This is an optimization exercise on Yosys and OpenROAD, whose aim is small area, a short achievable clock period and few clock cycles per item, not a production implementation.
Function was checked by simulation only, so behaviour that the tests miss may differ from the original.
Power and IR drop assume default switching activity.

==> design.v <==
package ffba_pkg;
	localparam int HEAP_BYTES   = 65536;
	localparam int MAX_BLOCKS   = 64;
	localparam int HEADER_BYTES = 17;
	localparam int MIN_CAPACITY = 24;
	localparam int IDX_W = $clog2(MAX_BLOCKS);
	localparam int CNT_W = $clog2(MAX_BLOCKS + 1);
	localparam int CAP_W = 17;
	localparam int OFS_W = 16;
	localparam logic [1:0] ST_OK       = 2'd0;
	localparam logic [1:0] ST_NO_SPACE = 2'd1;
	localparam logic [1:0] ST_BAD_FREE = 2'd2;
	localparam logic REQ_ALLOC   = 1'b0;
	localparam logic REQ_RELEASE = 1'b1;
	typedef enum logic [2:0] {
		OP_NONE  = 3'd0,
		OP_INIT  = 3'd1,   
		OP_READ  = 3'd2,   
		OP_NEXT  = 3'd3,   
		OP_MOVE  = 3'd4,   
		OP_WRCUR = 3'd5,   
		OP_WRREM = 3'd6    
	} op_t;
	typedef struct packed {
		op_t             op;
		logic [IDX_W-1:0] idx;
		logic [IDX_W-1:0] src;       
		logic            mv_wr;     
		logic            absorb;    
		logic            set_free;
		logic            clr_free;
		logic            cnt_inc;
		logic            cnt_dec;
		logic            load_req;
		logic [CAP_W-1:0] req_bytes;
		logic [OFS_W-1:0] roff;
	} dp_cmd_t;
	typedef struct packed {
		logic [CNT_W-1:0] count;
		logic            cur_free;
		logic            nxt_free;
		logic            fits;       
		logic            can_split;
		logic            match;      
		logic [OFS_W-1:0] payload;
	} dp_stat_t;
endpackage
import ffba_pkg::*;
module ffba_controller (
	input  logic            clk,
	input  logic            arst_n,
	input  logic            in_valid,
	output logic            in_ready,
	input  logic            in_type,
	input  logic [CAP_W-1:0] in_bytes,
	input  logic [OFS_W-1:0] in_roff,
	output logic            out_valid,
	input  logic            out_ready,
	output logic [1:0]      out_status,
	output logic [OFS_W-1:0] out_payload,
	output ffba_pkg::dp_cmd_t cmd,
	input  ffba_pkg::dp_stat_t stat
);
	typedef enum logic [11:0] {
		S_INIT = 12'b000000000001,
		S_IDLE = 12'b000000000010,
		S_RD   = 12'b000000000100,
		S_CHK  = 12'b000000001000,
		S_RDN  = 12'b000000010000,
		S_MCHK = 12'b000000100000,
		S_MOVE = 12'b000001000000,
		S_MNXT = 12'b000010000000,
		S_FIT  = 12'b000100000000,
		S_WRS  = 12'b001000000000,
		S_WRB  = 12'b010000000000,
		S_OUT  = 12'b100000000000
	} state_t;
	state_t           state_q;
	logic             type_q;
	logic [IDX_W-1:0] idx_q;
	logic [CNT_W-1:0] src_q;      
	logic [IDX_W-1:0] dst_q;      
	logic [CNT_W-1:0] left_q;     
	logic             up_q;       
	logic             prim_q;     
	logic [1:0]       st_q;
	logic [OFS_W-1:0] pay_q;
	logic [CNT_W-1:0] idx_n1;
	logic             has_next;
	assign idx_n1   = CNT_W'(idx_q) + CNT_W'(1);
	assign has_next = idx_n1 < stat.count;
	assign in_ready = (state_q == S_IDLE) && !out_valid;
	always_comb begin
		cmd = '0;
		cmd.op = OP_NONE;
		cmd.idx = idx_q;
		cmd.src = src_q[IDX_W-1:0];
		cmd.req_bytes = in_bytes;
		cmd.roff = in_roff;
		case (state_q)
			S_INIT: begin
				cmd.op  = OP_INIT;
				cmd.idx = '0;
			end
			S_IDLE: cmd.load_req = in_valid && in_ready;
			S_RD:   cmd.op = OP_READ;
			S_CHK:  cmd.set_free = (type_q == REQ_RELEASE) && stat.match;
			S_RDN: begin
				cmd.op  = OP_NEXT;
				cmd.idx = idx_n1[IDX_W-1:0];
			end
			S_MCHK: cmd.absorb = stat.nxt_free;
			S_MOVE: begin
				cmd.op      = OP_MOVE;
				cmd.idx     = dst_q;
				cmd.mv_wr   = prim_q;
				cmd.cnt_dec = !up_q && (left_q == '0);
			end
			S_FIT: cmd.clr_free = (type_q == REQ_ALLOC) && stat.cur_free && stat.fits;
			S_WRS: begin
				cmd.op      = OP_WRREM;
				cmd.idx     = idx_n1[IDX_W-1:0];
				cmd.cnt_inc = 1'b1;
			end
			S_WRB: cmd.op = OP_WRCUR;
			default: ;
		endcase
	end
	always_ff @(posedge clk or negedge arst_n) begin
		if (!arst_n) begin
			state_q   <= S_INIT;
			out_valid <= 1'b0;
			type_q    <= REQ_ALLOC;
			idx_q     <= '0;
			src_q     <= '0;
			dst_q     <= '0;
			left_q    <= '0;
			up_q      <= 1'b0;
			prim_q    <= 1'b0;
			st_q      <= ST_OK;
			pay_q     <= '0;
		end else begin
			if (state_q == S_OUT)
				out_valid <= 1'b1;
			else if (out_ready)
				out_valid <= 1'b0;
			case (state_q)
				S_INIT: state_q <= S_IDLE;
				S_IDLE: if (in_valid && in_ready) begin
					type_q  <= in_type;
					idx_q   <= '0;
					pay_q   <= '0;
					st_q    <= (in_type == REQ_ALLOC) ? ST_NO_SPACE : ST_BAD_FREE;
					state_q <= S_RD;
				end
				S_RD: state_q <= S_CHK;
				S_CHK: begin
					if (type_q == REQ_RELEASE) begin
						if (stat.match) begin
							st_q    <= ST_OK;
							state_q <= has_next ? S_RDN : S_WRB;
						end else if (has_next) begin
							idx_q   <= idx_n1[IDX_W-1:0];
							state_q <= S_RD;
						end else
							state_q <= S_OUT;
					end else
						state_q <= (stat.cur_free && has_next) ? S_RDN : S_FIT;
				end
				S_RDN: state_q <= S_MCHK;
				S_MCHK: begin
					if (stat.nxt_free) begin
						src_q   <= idx_n1 + CNT_W'(1);
						left_q  <= stat.count - idx_n1 - CNT_W'(1);
						up_q    <= 1'b0;
						prim_q  <= 1'b0;
						state_q <= S_MOVE;
					end else
						state_q <= (type_q == REQ_RELEASE) ? S_WRB : S_FIT;
				end
				S_MOVE: begin
					if (left_q != '0) begin
						dst_q  <= up_q ? IDX_W'(src_q + CNT_W'(1)) : IDX_W'(src_q - CNT_W'(1));
						src_q  <= up_q ? src_q - CNT_W'(1) : src_q + CNT_W'(1);
						left_q <= left_q - CNT_W'(1);
						prim_q <= 1'b1;
					end else begin
						prim_q  <= 1'b0;
						state_q <= up_q ? S_WRS : S_MNXT;
					end
				end
				S_MNXT: begin
					if (has_next)
						state_q <= S_RDN;
					else
						state_q <= (type_q == REQ_RELEASE) ? S_WRB : S_FIT;
				end
				S_FIT: begin
					if (stat.cur_free && stat.fits) begin
						st_q  <= ST_OK;
						pay_q <= stat.payload;
						if (stat.can_split) begin
							src_q   <= stat.count - CNT_W'(1);
							left_q  <= stat.count - idx_n1;
							up_q    <= 1'b1;
							prim_q  <= 1'b0;
							state_q <= S_MOVE;
						end else
							state_q <= S_WRB;
					end else
						state_q <= S_WRB;
				end
				S_WRS: state_q <= S_WRB;
				S_WRB: begin
					if (st_q == ST_OK)
						state_q <= S_OUT;
					else if (has_next) begin
						idx_q   <= idx_n1[IDX_W-1:0];
						state_q <= S_RD;
					end else
						state_q <= S_OUT;
				end
				S_OUT: state_q <= S_IDLE;
				default: state_q <= S_IDLE;
			endcase
		end
	end
	assign out_status  = st_q;
	assign out_payload = (st_q == ST_OK) ? pay_q : '0;
endmodule
import ffba_pkg::*;
module ffba_datapath (
	input  logic     clk,
	input  logic     arst_n,
	input  ffba_pkg::dp_cmd_t  cmd,
	output ffba_pkg::dp_stat_t stat
);
	logic [OFS_W-1:0] start_mem [MAX_BLOCKS];
	logic [CAP_W-1:0] cap_mem   [MAX_BLOCKS];
	logic             free_mem  [MAX_BLOCKS];
	logic [CNT_W-1:0] count_q;
	logic [OFS_W-1:0] cur_start_q, nxt_start_q;
	logic [CAP_W-1:0] cur_cap_q, nxt_cap_q, req_q;
	logic             cur_free_q, nxt_free_q;
	logic [OFS_W-1:0] roff_q;
	logic [OFS_W-1:0] sh_start_q;
	logic [CAP_W-1:0] sh_cap_q;
	logic             sh_free_q;
	logic [CAP_W-1:0] q_w;
	logic [CAP_W+1:0] split_need;
	assign q_w = (req_q < CAP_W'(MIN_CAPACITY)) ? CAP_W'(MIN_CAPACITY) : req_q;
	assign split_need = {2'b0, q_w} + (CAP_W+2)'(HEADER_BYTES + MIN_CAPACITY);
	always_ff @(posedge clk) begin
		case (cmd.op)
			OP_INIT: begin
				start_mem[cmd.idx] <= '0;
				cap_mem[cmd.idx]   <= CAP_W'(HEAP_BYTES - HEADER_BYTES);
				free_mem[cmd.idx]  <= 1'b1;
			end
			OP_MOVE: begin
				if (cmd.mv_wr) begin
					start_mem[cmd.idx] <= sh_start_q;
					cap_mem[cmd.idx]   <= sh_cap_q;
					free_mem[cmd.idx]  <= sh_free_q;
				end
			end
			OP_WRREM: begin
				start_mem[cmd.idx] <= cur_start_q + OFS_W'(HEADER_BYTES) + q_w[OFS_W-1:0];
				cap_mem[cmd.idx]   <= cur_cap_q - q_w - CAP_W'(HEADER_BYTES);
				free_mem[cmd.idx]  <= 1'b1;
			end
			OP_WRCUR: begin
				start_mem[cmd.idx] <= cur_start_q;
				cap_mem[cmd.idx]   <= cur_cap_q;
				free_mem[cmd.idx]  <= cur_free_q;
			end
			default: ;
		endcase
	end
	always_ff @(posedge clk) begin
		if (cmd.op == OP_READ) begin
			cur_start_q <= start_mem[cmd.idx];
			cur_cap_q   <= cap_mem[cmd.idx];
			cur_free_q  <= free_mem[cmd.idx];
		end else begin
			if (cmd.absorb)
				cur_cap_q <= cur_cap_q + CAP_W'(HEADER_BYTES) + nxt_cap_q;
			else if (cmd.op == OP_WRREM)
				cur_cap_q <= q_w;
			if (cmd.set_free)
				cur_free_q <= 1'b1;
			else if (cmd.clr_free)
				cur_free_q <= 1'b0;
		end
	end
	always_ff @(posedge clk) begin
		if (cmd.op == OP_NEXT) begin
			nxt_start_q <= start_mem[cmd.idx];
			nxt_cap_q   <= cap_mem[cmd.idx];
			nxt_free_q  <= free_mem[cmd.idx];
		end
		if (cmd.op == OP_MOVE) begin
			sh_start_q <= start_mem[cmd.src];
			sh_cap_q   <= cap_mem[cmd.src];
			sh_free_q  <= free_mem[cmd.src];
		end
		if (cmd.load_req) begin
			req_q  <= cmd.req_bytes;
			roff_q <= cmd.roff;
		end
	end
	always_ff @(posedge clk or negedge arst_n) begin
		if (!arst_n) begin
			count_q <= CNT_W'(1);
		end else begin
			if (cmd.cnt_inc)
				count_q <= count_q + CNT_W'(1);
			else if (cmd.cnt_dec)
				count_q <= count_q - CNT_W'(1);
		end
	end
	assign stat.count     = count_q;
	assign stat.cur_free  = cur_free_q;
	assign stat.nxt_free  = nxt_free_q;
	assign stat.fits      = cur_cap_q >= req_q;
	assign stat.can_split = (count_q < CNT_W'(MAX_BLOCKS)) &&
	                        ({2'b0, cur_cap_q} >= split_need);
	assign stat.match     = ({1'b0, cur_start_q} + 17'(HEADER_BYTES)) == {1'b0, roff_q};
	assign stat.payload   = cur_start_q + OFS_W'(HEADER_BYTES);
endmodule
import ffba_pkg::*;
module first_fit_block_allocator_top (
	input  logic        clk,
	input  logic        arst_n,
	input  logic        s_axis_tvalid,
	output logic        s_axis_tready,
	input  logic [39:0] s_axis_tdata,   
	input  logic        s_axis_tuser,   
	output logic        m_axis_tvalid,
	input  logic        m_axis_tready,
	output logic [23:0] m_axis_tdata    
);
	ffba_pkg::dp_cmd_t  cmd;
	ffba_pkg::dp_stat_t stat;
	logic [1:0]       status;
	logic [OFS_W-1:0] payload;
	ffba_controller u_ctrl (
		.clk(clk), .arst_n(arst_n),
		.in_valid(s_axis_tvalid), .in_ready(s_axis_tready),
		.in_type(s_axis_tuser),
		.in_bytes(s_axis_tdata[16:0]), .in_roff(s_axis_tdata[32:17]),
		.out_valid(m_axis_tvalid), .out_ready(m_axis_tready),
		.out_status(status), .out_payload(payload),
		.cmd(cmd), .stat(stat)
	);
	ffba_datapath u_dp (.clk(clk), .arst_n(arst_n), .cmd(cmd), .stat(stat));
	assign m_axis_tdata = {6'b0, payload, status};
endmodule
==> run.sh <==
#!/bin/bash
# synth_recipe.tcl (not shown) runs the flow's synth.tcl, then flattens the netlist and writes it again
# the make line also repeats each setting of config.mk as NAME=value (left out here)
make -C /OpenROAD-flow-scripts/flow DESIGN_CONFIG=/design/flow/config.mk WORK_HOME=/design/flow/orfs CLKGATE_MAP_FILE= SYNTH_SCRIPT=/design/flow/synth_recipe.tcl finish
==> config.mk <==
export PLATFORM = sky130hd
export DESIGN_NAME = first_fit_block_allocator_top
export DESIGN_NICKNAME = first_fit_block_allocator_top
export VERILOG_FILES = /design/flow/design.v
export SDC_FILE = /design/flow/constraint.sdc
export NUM_CORES = 4
export LEC_CHECK = 0
export CAP_MARGIN = 20
export CORE_MARGIN = 2
export CORE_UTILIZATION = 40
export PLACE_DENSITY = 0.6
export SLEW_MARGIN = 20
==> constraint.sdc <==
create_clock -name core_clock -period 8.0 [get_ports {clk}]
set_input_delay 1.6000 -clock core_clock [delete_from_list [all_inputs] [get_ports {clk}]]
set_output_delay 1.6000 -clock core_clock [all_outputs]
set_load 0.01 [all_outputs]
==> summary.txt <==
routing by layer:
layer	share of wire, %	vias up	GRT usage [%]
met1	34	40000	38.2
met5	0.012	-	0
li1	-	29900	-
met2	44	7064	44.4
met3	15	1425	9.84
met4	6.4	8	16.9
power by group:
part / switching, mW / internal (mW) / total [mW] / leakage [nW]
Combinational: 1.07 / 0.524 / 1.59 / 14.8
Sequential: 0.0445 / 13.4 / 13.5 / 23.2
Clock: 4.97 / 6.43 / 11.4 / 3.80
Total: 6.09 / 20.4 / 26.5 / 41.8
final cells by class:
type	count	area, µm²	share of cell area (%)
repair buffers	380	3740	2.95
flip-flops and latches	2361	70600	55.7
inverters	110	420	0.332
diodes	16	40.0	0.0316
clock inverters	156	1770	1.40
multi-input cells	4077	39300	31.1
clock buffers	283	6100	4.82
well taps	3705	4640	3.66
worst min path at each step:
stage	end	cells past startpoint	slack, ns
detailed placement	u_ctrl.pay_q[10]	2	0.48
global route	u_ctrl.pay_q[10]	2	0.52
finish	u_ctrl.pay_q[10]	2	0.49
CTS	u_ctrl.pay_q[10]	2	0.49
global placement	u_ctrl.dst_q[0]	2	0.47
floorplan	u_ctrl.dst_q[0]	2	0.45
cell usage after synthesis (8+ instances only):
| library cell | number |
|---|---|
| a211o_1 | 14 |
| clkbuf_1 | 283 |
| and4_1 | 11 |
| a31oi_1 | 74 |
| nand2b_1 | 8 |
| and2_1 | 23 |
| mux2_2 | 12 |
| mux2i_1 | 324 |
| o211ai_1 | 29 |
| o41ai_1 | 8 |
| a221o_1 | 27 |
| nand2_1 | 373 |
| or4_1 | 10 |
| a22oi_1 | 268 |
| or3_1 | 21 |
| and3_1 | 18 |
| o21ai_0 | 275 |
| ha_1 | 127 |
| a21oi_1 | 281 |
| nand3_1 | 179 |
| mux4_2 | 640 |
| nor3_1 | 65 |
| inv_1 | 108 |
| nand4_1 | 26 |
| o2bb2ai_1 | 8 |
| xor2_1 | 33 |
| o21a_1 | 28 |
| a211oi_1 | 27 |
| o22ai_1 | 183 |
| nor2_1 | 240 |
| edfxtp_1 | 2295 |
| nor2b_1 | 12 |
| a222oi_1 | 107 |
| dfrtp_1 | 64 |
| nor4_1 | 31 |
| a21o_1 | 28 |
| buf_4 | 16 |
| a22o_1 | 57 |
| xnor2_1 | 78 |
| buf_1 | 138 |
| o221ai_1 | 49 |
| o2111ai_1 | 11 |
| buf_2 | 145 |
| a221oi_1 | 240 |
registers in the layout, summed over array words and instances, names as in the netlist, 17 cells and up:
signal,flops
u_dp.cap_mem,1088
u_dp.req_q,17
u_dp.cur_cap_q,17
u_dp.free_mem,64
u_dp.nxt_cap_q,17
u_dp.sh_cap_q,17
u_dp.start_mem,1024
metrics by stage:
| stage | std cells | hold WS [ns] | power [mW] | utilization [%] |
|---|---|---|---|---|
| 3_3_place_gp | 10600 | 0.473 | 15.2 | 42.8 |
| 5_1_grt | 11100 | 0.517 | 27.0 | 45.7 |
| 4_1_cts | 11100 | 0.494 | 26.4 | 45.6 |
| 6_report | 11100 | 0.493 | 26.5 | 45.7 |
| 3_5_place_dp | 10600 | 0.479 | 15.3 | 42.8 |
| 2_1_floorplan | 7135 | 0.450 | 14.6 | - |
logic make-up after synthesis:
group,share of synthesized area [%]
xor gates and xnor gates,0.995
adders and majority gates,1.50
and+or+nand+nor,4.37
muxes,15.9
other,0.00336
AOI/OAI and AO/OA,11.4
buffers and inverters,2.59
DFF,63.2
worst max-delay path, cell delays in order, from the launching register on:
cell	delay, ns
edfxtp_1	0.60
nor4_1	0.46
o2111ai_1	0.39
nand2_1	0.25
ha_1	0.26
ha_1	0.23
fa_1	0.47
a21o_1	0.20
a21oi_1	0.22
nor2b_1	0.08
o21a_1	0.18
o22a_1	0.20
a41o_1	0.26
o41a_1	0.35
a311oi_1	0.36
xor2_1	1.02
a221oi_4	0.32
buf_8	0.26
buf_4	0.23
==> summary.txt <==
CTS tree=yes; post-CTS setup buffer count=0; top cells by area, synth=edfxtp_1 (62%), mux4_2 (13%), mux2i_1 (2.9%), a221oi_1 (1.9%), a22oi_1 (1.8%); Netlist cell types=92; Post-CTS Resized=0; Slew @ Worst Pin=roughly 1.3 ns; reg2reg end=u_dp.cap_mem[53][15]; Worst-Skew Late Latency=0.94 ns; Synth area leader=edfxtp_1; Antenna Nets Post-Route=0; setup TNS=0 ns; row count=around 190; R2R depth=18; clk buf depth=3; Vias=78400; Mapped Cells=7129; Required @ worst endpoint=8.65 ns; sequential area share after synthesis=63.2%; mean post-synth cell area=between 15 and 20 µm²; core area=0.277 mm²; pre-CTS setup slack=~1.4 ns; RSZ-0062 raised after global routing=false; GRT Util Overall=between 20% and 30%; worst reg-to-reg setup slack=between 1 and 1.5 ns; Final Wtd Congestion=roughly 0.91; yosys warns=2; Crit Path Category=flop to flop; most common cell after layout, fill and taps aside=edfxtp_1; Final setup viols=0; largest net degree at the start of global routing=110; layout cells sized above 1=approximately a fifth; WL/cell=between 30 and 40 µm; final setup margin=between 1 and 1.5 ns; placed cell area=about 0.12 mm²; EDFF count, synth=between 2000 and 2500; WL final=~440000 µm; Initial Util=40.3%; crit end category=flop; DIE AREA=0.283 mm²; mapped cell area=0.112 mm²; min-delay src=u_ctrl.pay_q[10]; clk sinks=~2400; H-tree depth=4; Top Ports=about 70; most frequent cells in the layout=edfxtp_1 (2295), mux4_2 (640), nand2_1 (370), mux2i_1 (324), a21oi_1 (277); vias in the first global route=74400; slew margin rel.=between 10% and 20%; Critical Path End=u_dp.cap_mem[53][15]; die span in y=between 500 and 600 µm; synthesis-stage register bit count=roughly 2400; Startpoint Class=flop; Port Buf Inserts=57; DRC violations left=0; TritonCTS buffer count=about 240; Via density=7.07; root buf cell=clkbuf_16; Layout area overhead=13.4%; hold_buf cts=0; Iter 0 DRT Violations=approximately 14000; DIE WIDTH=approximately 530 µm; first-pass GRT wire length=594000 µm; asr flop ratio synth=2.80%; Power Density=between 200 and 250 mW/mm²; max cap viols=0; Highest Clock Rate=151 MHz; WP data arrival=7.29 ns; clock transition at the registers of the reported paths=around 0.060 ns; clock skew=0.0589 ns; initial antenna violation count=20; post-synth top area share=around three fifths; predominant post-synthesis flop cell=edfxtp_1; worst r2r src=u_dp.req_q[8]; status=finished clean; Max Slew Vio Count=0; drt first pass iters=10; gr ovfl total=0; nets@finish=roughly 7300; Final Cycle Share=between 80 and 90%; fin crit period=6.64 ns; Hold Vio Cnt, Final=0; DPL Wire Length=~250000 µm; Post-Layout Inst Area=around 0.13 mm²; LEAKAGE=~42 nW; Hold WC Path Type=flop to flop; VDD IR max=0.261 mV; Critical Path Fanout Max=32; CP Launch Point=u_dp.req_q[8]; fill count=23700
Testbench counts, summed over its fixed seeds: cycles 146,103, items 4,800.

## what the ideal ports hide
How much do the figures lean on ideal ports? The routed layout below was timed once more, with nothing changed but the port constraints.
Step 1, drivers: a clkbuf_16 drives clk and a buf_2 each remaining input, both assumed.
Step 2 times the ports against the registers' clock, not the clock port: input delays grow and output delays shrink by t, the midpoint of the rising clock arrivals with the driver on.
a / b / c = ideal ports / drivers / drivers and shift; a / b = the first two.
t (ns): 1.007
setup WS [ns]: 1.360 / 1.360 / 1.360
worst setup path at the end: register to register
clock arrival spread, ns: 0.060 / 0.060
worst register clock-pin slew, ns: 0.07 / 0.07
After both steps this run still meets setup and hold. For this run, drivers alone change the setup slack by 0.000 ns; drivers and shift together by 0.000 ns.
